What follows belongs to an exercise in optimizing a design on an open flow for a short achievable clock period and few clock cycles per item; a production flow would make more cautious choices. In this exercise RTL edits were held to simulation tests only and were not proved equivalent to the original.

## flow/run.sh

```bash
#!/bin/bash
# synth_recipe.tcl (not shown) runs the flow's synth.tcl, then flattens the netlist and writes it again
# the make line also repeats each setting of config.mk as NAME=value (left out here)
make -C /OpenROAD-flow-scripts/flow DESIGN_CONFIG=/design/flow/config.mk WORK_HOME=/design/flow/orfs CLKGATE_MAP_FILE= SYNTH_SCRIPT=/design/flow/synth_recipe.tcl finish
```

## flow/config.mk

```make
export PLATFORM = sky130hd
export DESIGN_NAME = mips_core_top
export DESIGN_NICKNAME = mips_core_top
export VERILOG_FILES = /design/flow/design.v
export SDC_FILE = /design/flow/constraint.sdc
export NUM_CORES = 4
export LEC_CHECK = 0
export CAP_MARGIN = 20
export CORE_MARGIN = 2
export CORE_UTILIZATION = 40
export SLEW_MARGIN = 20
```

## flow/constraint.sdc

```tcl
create_clock -name core_clock -period 10.0 [get_ports {aclk}]
set_input_delay 2.0000 -clock core_clock [delete_from_list [all_inputs] [get_ports {aclk}]]
set_output_delay 2.0000 -clock core_clock [all_outputs]
set_load 0.01 [all_outputs]
```

## flow/design.v

```verilog
`timescale 1ns/1ps
package isa_pkg;
    localparam int XLEN     = 32;
    localparam int NUM_REGS = 32;
    typedef logic [XLEN-1:0]             word_t;      
    typedef logic [$clog2(NUM_REGS)-1:0] reg_idx_t;   
    localparam word_t RESET_PC = '0;
    localparam logic [5:0] OP_SPECIAL = 6'b000000;    
    localparam logic [5:0] OP_BEQ     = 6'b000100;
    localparam logic [5:0] OP_ADDIU   = 6'b001001;
    localparam logic [5:0] OP_LUI     = 6'b001111;
    localparam logic [5:0] OP_LW      = 6'b100011;
    localparam logic [5:0] OP_SW      = 6'b101011;
    localparam logic [5:0] FN_ADDU = 6'b100001;
    localparam logic [5:0] FN_SUBU = 6'b100011;
    localparam logic [5:0] FN_AND  = 6'b100100;
    localparam logic [5:0] FN_OR   = 6'b100101;
    localparam logic [5:0] FN_SLT  = 6'b101010;
endpackage
`timescale 1ns/1ps
package pipe_pkg;
    typedef enum logic [2:0] {
        ALU_ADD,
        ALU_SUB,
        ALU_AND,
        ALU_OR,
        ALU_SLT,    
        ALU_LUI     
    } alu_op_t;
    typedef struct packed {
        logic           valid;
        logic [31:0] pc;
        logic [31:0] instr;
    } if_id_t;
    typedef struct packed {
        logic              valid;
        logic [31:0]    pc;
        alu_op_t           alu_op;
        logic [31:0]    src_a;        
        logic [31:0]    src_b;        
        logic [31:0]    imm;          
        logic [31:0]    store_data;
        logic [4:0] dst;
        logic              reg_write;
        logic              load;
        logic              store;
        logic              branch;
        logic              use_imm;
    } id_exe_t;
    typedef struct packed {
        logic              valid;
        logic [31:0]    pc;
        logic [31:0]    result;       
        logic [31:0]    store_data;
        logic [4:0] dst;
        logic              reg_write;
        logic              load;
        logic              store;
    } exe_mem_t;
    typedef struct packed {
        logic              valid;
        logic [31:0]    pc;
        logic [31:0]    result;
        logic [4:0] dst;
        logic              reg_write;
    } mem_wb_t;
    typedef struct packed {
        logic              we;
        logic [4:0] dst;
        logic [31:0]    value;
    } fwd_t;
    typedef struct packed {
        logic           enable;
        logic           write;
        logic [31:0] addr;
        logic [31:0] wdata;
    } dmem_req_t;
endpackage
`timescale 1ns/1ps
module fetch_stage (
    input  logic             aclk,
    input  logic             arst_n,
    input  logic             dep_stall,
    input  logic             branch_taken,
    input  logic [31:0]   branch_target,
    output logic [31:0]   inst_addr,
    input  logic [31:0]   inst_rdata,
    output pipe_pkg::if_id_t if_id
);
    logic [31:0] pc;
    assign inst_addr = pc;   
    always_ff @(posedge aclk or negedge arst_n) begin
        if (!arst_n) begin
            pc <= isa_pkg::RESET_PC;
        end else if (branch_taken) begin
            pc <= branch_target;
        end else if (!dep_stall) begin
            pc <= pc + 32'd4;
        end
    end
    always_ff @(posedge aclk or negedge arst_n) begin
        if (!arst_n) begin
            if_id <= '0;
        end else if (branch_taken) begin
            if_id <= '0;   
        end else if (!dep_stall) begin
            if_id.valid <= 1'b1;
            if_id.pc    <= pc;
            if_id.instr <= inst_rdata;
        end
    end
endmodule
`timescale 1ns/1ps
module reg_file (
    input  logic              aclk,
    input  logic              arst_n,
    input  logic [4:0] ra,
    input  logic [4:0] rb,
    output logic [31:0]    rdata_a,
    output logic [31:0]    rdata_b,
    input  pipe_pkg::fwd_t    wr
);
    logic [31:0] regs [isa_pkg::NUM_REGS];
    always_ff @(posedge aclk or negedge arst_n) begin
        if (!arst_n) begin
            for (int i = 0; i < isa_pkg::NUM_REGS; i++) begin
                regs[i] <= '0;
            end
        end else if (wr.we && wr.dst != '0) begin
            regs[wr.dst] <= wr.value;
        end
    end
    assign rdata_a = (ra == '0)                  ? '0       :
                     (wr.we && wr.dst == ra)     ? wr.value : regs[ra];
    assign rdata_b = (rb == '0)                  ? '0       :
                     (wr.we && wr.dst == rb)     ? wr.value : regs[rb];
endmodule
`timescale 1ns/1ps
module decode_stage (
    input  logic               aclk,
    input  logic               arst_n,
    input  pipe_pkg::if_id_t   if_id,
    input  pipe_pkg::exe_mem_t exe_mem,
    input  pipe_pkg::fwd_t     mem_fwd,
    input  pipe_pkg::fwd_t     wb_fwd,
    input  logic               branch_taken,
    output logic               dep_stall,
    output pipe_pkg::id_exe_t  id_exe
);
    logic [5:0]        opcode;
    logic [5:0]        funct;
    logic [4:0] rs;
    logic [4:0] rt;
    logic [4:0] rd;
    logic [31:0]    imm_sext;
    logic [31:0]    rf_a;
    logic [31:0]    rf_b;
    logic [31:0]    opnd_a;
    logic [31:0]    opnd_b;
    logic              uses_rs;
    logic              uses_rt;
    logic              exe_writes;
    pipe_pkg::id_exe_t id_exe_d;
    function automatic logic [31:0] pick_operand(
        input logic [4:0]  src,
        input logic [31:0]     rf_val,
        input pipe_pkg::exe_mem_t mem_stage,
        input pipe_pkg::fwd_t     mem_val,
        input pipe_pkg::fwd_t     wb_val
    );
        logic [31:0] val;
        val = rf_val;
        if (src == '0) begin
            val = '0;
        end else if (mem_stage.valid && mem_stage.reg_write && mem_stage.dst == src) begin
            val = mem_val.value;   
        end else if (wb_val.we && wb_val.dst == src) begin
            val = wb_val.value;
        end
        pick_operand = val;
    endfunction
    assign opcode   = if_id.instr[31:26];
    assign rs       = if_id.instr[25:21];
    assign rt       = if_id.instr[20:16];
    assign rd       = if_id.instr[15:11];
    assign funct    = if_id.instr[5:0];
    assign imm_sext = {{16{if_id.instr[15]}}, if_id.instr[15:0]};
    reg_file u_reg_file (
        .aclk    (aclk),
        .arst_n  (arst_n),
        .ra      (rs),
        .rb      (rt),
        .rdata_a (rf_a),
        .rdata_b (rf_b),
        .wr      (wb_fwd)
    );
    assign opnd_a = pick_operand(rs, rf_a, exe_mem, mem_fwd, wb_fwd);
    assign opnd_b = pick_operand(rt, rf_b, exe_mem, mem_fwd, wb_fwd);
    always_comb begin
        id_exe_d            = '0;
        id_exe_d.valid      = if_id.valid;
        id_exe_d.pc         = if_id.pc;
        id_exe_d.alu_op     = pipe_pkg::ALU_ADD;
        id_exe_d.src_a      = opnd_a;
        id_exe_d.src_b      = opnd_b;
        id_exe_d.imm        = imm_sext;
        id_exe_d.store_data = opnd_b;
        id_exe_d.dst        = rd;
        uses_rs             = 1'b0;
        uses_rt             = 1'b0;
        case (opcode)
            isa_pkg::OP_SPECIAL: begin
                uses_rs            = 1'b1;
                uses_rt            = 1'b1;
                id_exe_d.reg_write = 1'b1;
                case (funct)
                    isa_pkg::FN_ADDU: id_exe_d.alu_op = pipe_pkg::ALU_ADD;
                    isa_pkg::FN_SUBU: id_exe_d.alu_op = pipe_pkg::ALU_SUB;
                    isa_pkg::FN_AND:  id_exe_d.alu_op = pipe_pkg::ALU_AND;
                    isa_pkg::FN_OR:   id_exe_d.alu_op = pipe_pkg::ALU_OR;
                    isa_pkg::FN_SLT:  id_exe_d.alu_op = pipe_pkg::ALU_SLT;
                    default:          id_exe_d.reg_write = 1'b0;   
                endcase
            end
            isa_pkg::OP_ADDIU: begin
                uses_rs            = 1'b1;
                id_exe_d.dst       = rt;
                id_exe_d.reg_write = 1'b1;
                id_exe_d.use_imm   = 1'b1;
            end
            isa_pkg::OP_LUI: begin
                id_exe_d.alu_op    = pipe_pkg::ALU_LUI;
                id_exe_d.dst       = rt;
                id_exe_d.reg_write = 1'b1;
                id_exe_d.use_imm   = 1'b1;
            end
            isa_pkg::OP_LW: begin
                uses_rs            = 1'b1;
                id_exe_d.dst       = rt;
                id_exe_d.reg_write = 1'b1;
                id_exe_d.load      = 1'b1;
                id_exe_d.use_imm   = 1'b1;
            end
            isa_pkg::OP_SW: begin
                uses_rs            = 1'b1;
                uses_rt            = 1'b1;   
                id_exe_d.store     = 1'b1;
                id_exe_d.use_imm   = 1'b1;
            end
            isa_pkg::OP_BEQ: begin
                uses_rs            = 1'b1;
                uses_rt            = 1'b1;
                id_exe_d.branch    = 1'b1;
            end
            default: ;
        endcase
    end
    assign exe_writes = id_exe.valid && id_exe.reg_write && (id_exe.dst != '0);
    assign dep_stall  = if_id.valid && exe_writes &&
                        ((uses_rs && rs == id_exe.dst) || (uses_rt && rt == id_exe.dst));
    always_ff @(posedge aclk or negedge arst_n) begin
        if (!arst_n) begin
            id_exe <= '0;
        end else if (branch_taken || dep_stall) begin
            id_exe <= '0;   
        end else begin
            id_exe <= id_exe_d;
        end
    end
endmodule
`timescale 1ns/1ps
module execute_stage (
    input  logic               aclk,
    input  logic               arst_n,
    input  pipe_pkg::id_exe_t  id_exe,
    output logic               branch_taken,
    output logic [31:0]     branch_target,
    output pipe_pkg::exe_mem_t exe_mem
);
    logic [31:0] alu_b;
    logic [31:0] alu_out;
    logic           slt_bit;
    logic           operands_equal;
    assign alu_b   = id_exe.use_imm ? id_exe.imm : id_exe.src_b;
    assign slt_bit = $signed(id_exe.src_a) < $signed(alu_b);
    always_comb begin
        case (id_exe.alu_op)
            pipe_pkg::ALU_ADD: alu_out = id_exe.src_a + alu_b;
            pipe_pkg::ALU_SUB: alu_out = id_exe.src_a - alu_b;
            pipe_pkg::ALU_AND: alu_out = id_exe.src_a & alu_b;
            pipe_pkg::ALU_OR:  alu_out = id_exe.src_a | alu_b;
            pipe_pkg::ALU_SLT: alu_out = {{(isa_pkg::XLEN-1){1'b0}}, slt_bit};
            pipe_pkg::ALU_LUI: alu_out = {alu_b[15:0], 16'h0000};
            default:           alu_out = '0;
        endcase
    end
    assign operands_equal = (id_exe.src_a == id_exe.src_b);
    assign branch_taken   = id_exe.valid && id_exe.branch && operands_equal;
    assign branch_target  = id_exe.pc + 32'd4 + {id_exe.imm[29:0], 2'b00};
    always_ff @(posedge aclk or negedge arst_n) begin
        if (!arst_n) begin
            exe_mem <= '0;
        end else begin
            exe_mem.valid <= id_exe.valid;
            exe_mem.pc <= id_exe.pc;
            exe_mem.result <= alu_out;
            exe_mem.store_data <= id_exe.store_data;
            exe_mem.dst <= id_exe.dst;
            exe_mem.reg_write <= id_exe.reg_write;
            exe_mem.load <= id_exe.load;
            exe_mem.store <= id_exe.store;
        end
    end
endmodule
`timescale 1ns/1ps
module memory_stage (
    input  logic                aclk,
    input  logic                arst_n,
    input  pipe_pkg::exe_mem_t  exe_mem,
    output pipe_pkg::dmem_req_t dmem_req,
    input  logic [31:0]      dmem_rdata,
    output pipe_pkg::fwd_t      mem_fwd,
    output pipe_pkg::mem_wb_t   mem_wb
);
    logic [31:0] mem_value;
    assign dmem_req.enable = exe_mem.valid && (exe_mem.load || exe_mem.store);
    assign dmem_req.write  = exe_mem.valid && exe_mem.store;
    assign dmem_req.addr   = exe_mem.result;
    assign dmem_req.wdata  = exe_mem.store_data;
    assign mem_value = exe_mem.load ? dmem_rdata : exe_mem.result;
    assign mem_fwd.we    = exe_mem.valid && exe_mem.reg_write && (exe_mem.dst != '0);
    assign mem_fwd.dst   = exe_mem.dst;
    assign mem_fwd.value = mem_value;
    always_ff @(posedge aclk or negedge arst_n) begin
        if (!arst_n) begin
            mem_wb <= '0;
        end else begin
            mem_wb.valid <= exe_mem.valid;
            mem_wb.pc <= exe_mem.pc;
            mem_wb.result <= mem_value;
            mem_wb.dst <= exe_mem.dst;
            mem_wb.reg_write <= exe_mem.reg_write;
        end
    end
endmodule
`timescale 1ns/1ps
module mips_core_top (
    input  logic                aclk,
    input  logic                arst_n,
    output logic [31:0]      inst_addr,
    input  logic [31:0]      inst_rdata,
    output logic                dmem_en,
    output logic                dmem_we,
    output logic [31:0]         dmem_addr,
    output logic [31:0]         dmem_wdata,
    input  logic [31:0]      dmem_rdata,
    output logic [31:0]      debug_wb_pc,
    output logic [31:0]      debug_wb_rf_wdata,
    output logic [3:0]          debug_wb_rf_wen,
    output logic [4:0]   debug_wb_rf_wnum
);
    pipe_pkg::if_id_t   if_id;
    pipe_pkg::id_exe_t  id_exe;
    pipe_pkg::exe_mem_t exe_mem;
    pipe_pkg::mem_wb_t  mem_wb;
    pipe_pkg::fwd_t     mem_fwd;
    pipe_pkg::fwd_t     wb_fwd;     
    pipe_pkg::dmem_req_t dmem_req;
    logic               dep_stall;
    logic               branch_taken;
    logic [31:0]     branch_target;
    fetch_stage u_fetch_stage (
        .aclk          (aclk),
        .arst_n        (arst_n),
        .dep_stall     (dep_stall),
        .branch_taken  (branch_taken),
        .branch_target (branch_target),
        .inst_addr     (inst_addr),
        .inst_rdata    (inst_rdata),
        .if_id         (if_id)
    );
    decode_stage u_decode_stage (
        .aclk         (aclk),
        .arst_n       (arst_n),
        .if_id        (if_id),
        .exe_mem      (exe_mem),
        .mem_fwd      (mem_fwd),
        .wb_fwd       (wb_fwd),
        .branch_taken (branch_taken),
        .dep_stall    (dep_stall),
        .id_exe       (id_exe)
    );
    execute_stage u_execute_stage (
        .aclk          (aclk),
        .arst_n        (arst_n),
        .id_exe        (id_exe),
        .branch_taken  (branch_taken),
        .branch_target (branch_target),
        .exe_mem       (exe_mem)
    );
    memory_stage u_memory_stage (
        .aclk       (aclk),
        .arst_n     (arst_n),
        .exe_mem    (exe_mem),
        .dmem_req   (dmem_req),
        .dmem_rdata (dmem_rdata),
        .mem_fwd    (mem_fwd),
        .mem_wb     (mem_wb)
    );
    assign dmem_en    = dmem_req.enable;
    assign dmem_we    = dmem_req.write;
    assign dmem_addr  = dmem_req.addr;
    assign dmem_wdata = dmem_req.wdata;
    assign wb_fwd.we    = mem_wb.valid && mem_wb.reg_write && (mem_wb.dst != '0);
    assign wb_fwd.dst   = mem_wb.dst;
    assign wb_fwd.value = mem_wb.result;
    assign debug_wb_pc       = mem_wb.pc;
    assign debug_wb_rf_wdata = mem_wb.result;
    assign debug_wb_rf_wen   = wb_fwd.we ? 4'b1111 : 4'b0000;   
    assign debug_wb_rf_wnum  = mem_wb.dst;
endmodule
```

==> reports/results.ini <==
[route]
antenna_left = 0
routed_wl_um = 314000
firstDrtPassIters = 13
dr.max_layer_used = met5
wl_met2_um = 133000
met1_length_um = 116000
wl_met3_um = 41900
vias = 58700
wl_per_cell_um = 36.7
drtIter0Drc = 10400
viasPerCell = 6.85
drc_errors = 0

[cells_and_area]
fin_nets = 6339
stdcell_count = 8569
final_common_cell = dfrtp_1
drive_gt1_share_pct = 25.9
syn_to_final_growth_pct = 13.8
final_cell_mix = dfrtp_1 (1379), mux2_2 (1031), a22oi_1 (541), nor2_1 (302), clkdlybuf4s50_1 (235)
fill_cells = 16000

[logic_synthesis]
ys_seq_area_share_pct = 49.2
synth_edf_count = 0
synth-main-ff-cell = dfrtp_1
syn_area_um2 = 70800
ys_seq_elements = 1391
yosysWarnings = 6
synth_area_leaders = dfrtp_1 (49%), mux2_2 (16%), a22oi_1 (5.7%), ha_1 (3.1%), clkbuf_1 (2.2%)
ys_types = 84
postSynthCellCount = 6174
synth_top_area_share_pct = 49.2
async_flop_share_pct = 100
yosys.area.top_type = dfrtp_1
syn_avg_cell_area_um2 = 11.5
synthesis.nets = 6417

[power]
clkPwrFrac_pct = 44.7
seqPwrFrac_pct = 45.8
ir_drop_mv = 0.201
p_sw_share_pct = 26.7
power.total_w = 0.0133
internal_power_w = 0.00975
p_leak_nw = 37.0
combinationalPowerShare_pct = 9.5
power.density_nw_per_um2 = 165
p_sw_w = 0.00355

[worst_hold_path]
holdPathStages = 0
hp-class = register to register

[clock_network]
clockBufferDepth = 3
cts_setup_buffers = 0
cts_sinks = 1391
clkTransAtPathRegs_ps = 70
clock_latency_ps = 830
cts_resized = 0
root_buffer = clkbuf_16
ctsHoldBuffers = 0
cts_htree_levels = 4
cts_buffers = 147
tritoncts = built

[sta]
finalCriticalPeriod_ps = 5590
clock_skew_ps = 31.6
finalCritPeriodShare_pct = 55.9
rsz0062_at_grt = false
setup_viol = 0
tns_ps = 0
slew_violations = 0
fmax_mhz = 179
tightest_slew_ps = 1290
timing.slew.headroom_pct = 13.4
final_hold_viol_count = 0

[worst_setup_path]
end_kind = register
path_max_fanout = 17
reg2reg_depth = 11
crit_required_ps = 10700
critical_path_class = register to register
arrival_ps = 6290
cp-start-kind = register

[die]
die_h_um = 425
start_util_pct = 40.2
die_area_um2 = 180000
core_area_um2 = 176000
die_w_um = 425
num_io_pins = 237
core.rowCount = 154

[global_route]
grt_pass1_wl_um = 437000
grt_start_max_net_pins = 159
grtUsageTotal_pct = 34.0
grt_overflow_total = 0
grt_pass1_vias = 56400
antenna_found_initial = 28

[placement]
dp_cells = 8287
gp_congestion = 0.969
post-dp-hpwl_um = 183000
place.port_buffers = 236

[run]
drv_cap = 0

[status]
status = finished clean

[layer usage]
metal  GRT usage [%]  up-vias
met5           0.873        -
met4            21.2       24
met3            13.2     1447
met2            49.2     4738
met1            42.3    29600
li1                -    22900
[critical path: stages, from the launching register on]
cell and delay, ps:
dfrtp_1 1020, clkinv_1 930, a21oi_1 470, ha_1 440
or3_4 490, or4b_4 520, o41ai_4 520, a31oi_2 240
nor4b_1 340, o31a_1 210, o311a_1 190, a22oi_1 70
[sequential cells by signal (all words and copies together) (netlist names)]
register / cells
u_fetch_stage.pc: 32
u_memory_stage.mem_wb: 71
u_decode_stage.id_exe: 126
u_decode_stage.u_reg_file.regs: 992
u_execute_stage.exe_mem: 105
u_fetch_stage.if_id: 65
[cells by family (layout without fill, tap and decap cells)]
kind of cell / after synthesis / in the layout / synth area share [%]
flip-flops: 1391 / 1391 / 49.2
other: 0 / 20 / 0
AO/OA/AOI/OAI: 1460 / 1460 / 15.3
adder cells (fa/ha/maj): 177 / 177 / 3.16
multiplexers: 1131 / 1131 / 17.9
XOR/XNOR: 145 / 145 / 1.79
AND/OR/NAND/NOR: 1106 / 1106 / 7.83
buffers and inverters: 764 / 799 / 4.86
[Yosys cell counts (16+ instances only)]
library cell,count
buf_2,42
xnor2_1,75
a21oi_1,230
a22o_1,155
inv_1,114
and2_1,56
nand2b_1,25
nand4_1,157
o22ai_1,25
a222oi_1,63
ha_1,174
nand2_1,101
a221oi_1,161
buf_1,61
nand3_1,119
dfrtp_1,1391
buf_4,136
a211oi_1,78
nor3_1,127
mux2_2,1031
nor2_1,375
a22oi_1,541
a21o_1,31
xor2_1,70
mux2i_1,98
o21bai_1,17
nor4_1,52
clkbuf_1,406
nor2b_1,17
o21ai_0,73
and3_1,16
[metrics by stage]
| stage | hold slack (ps) | util (%) | setup WS, ps | cell area [um2] |
|---|---|---|---|---|
| after detailed placement | 335 | 42.8 | 4510 | 75200 |
| after floorplan | 331 | - | 5950 | 70800 |
| final | 336 | 45.8 | 4410 | 80500 |
| after global placement | 332 | 42.7 | 4530 | 75200 |
| after global routing | 355 | 45.8 | 4170 | 80500 |
| after CTS | 328 | 45.7 | 4510 | 80400 |
[final cells by class]
class,instances,area (um2),share of cell area (%)
sequential,1391,34800,43.2
multi-input combinational,4019,33200,41.3
clock buffer,197,4180,5.19
timing repair buffer,420,3850,4.78
tap,2340,2930,3.64
clock inverter,65,1010,1.26
inverter,117,439,0.545
antenna,20,50.0,0.0622
[power by group through the flow]
stage	sequential, W	combinational (W)	clock [W]
final	0.00609	0.00127	0.00595
after global routing	0.00610	0.00135	0.00621
after CTS	0.00608	0.00124	0.00598
after detailed placement	0.00618	0.00124	0
after global placement	0.00618	0.00122	0
after floorplan	0.00605	0.000727	0
[worst paths after layout]
path	startpoint	to	slack, ps
setup / recovery	u_decode_stage.id_exe[0]$_DFF_PN0_	u_execute_stage.exe_mem[71]$_DFF_PN0_	4410
max in group asynchronous	arst_n	u_decode_stage.u_reg_file.regs[18][7]$_DFFE_PN0P_	6800
hold reg to reg	u_execute_stage.exe_mem[103]$_DFF_PN0_	u_memory_stage.mem_wb[69]$_DFF_PN0_	340
hold / removal	u_execute_stage.exe_mem[103]$_DFF_PN0_	u_memory_stage.mem_wb[69]$_DFF_PN0_	340
setup reg to reg	u_decode_stage.id_exe[0]$_DFF_PN0_	u_execute_stage.exe_mem[71]$_DFF_PN0_	4410
min in group asynchronous	arst_n	u_execute_stage.exe_mem[49]$_DFF_PN0_	1090
Testbench counts, summed over its fixed seeds: cycles 66,045, instrs 47,475.

## what the ideal ports hide
The results above use ideal ports. As a check the final layout listed here was re-extracted and re-timed, cells and wires unchanged. Step 1 (the two cells are an assumption about what drives the block):
set clk [get_ports {aclk}]
set_driving_cell -lib_cell sky130_fd_sc_hd__clkbuf_16 $clk
set_driving_cell -lib_cell sky130_fd_sc_hd__buf_2 [delete_from_list [all_inputs] $clk]
Step 2, shift: input delay + t, output delay - t, t = (earliest + latest rising clock arrival at the registers) / 2. This alone moves slack from input paths to output paths. Slacks: ideal / step 1 / step 2; pairs: ideal / step 1.
t, ns: 0.901
slack for setup (ns): 4.412 / 4.412 / 4.412
worst setup path after step 2: register to register
cell pins on the clock port's net: 1
After both steps setup and hold are still met in this run. The setup slack of this run moves by 0.000 ns with the drivers and by 0.000 ns with both steps.
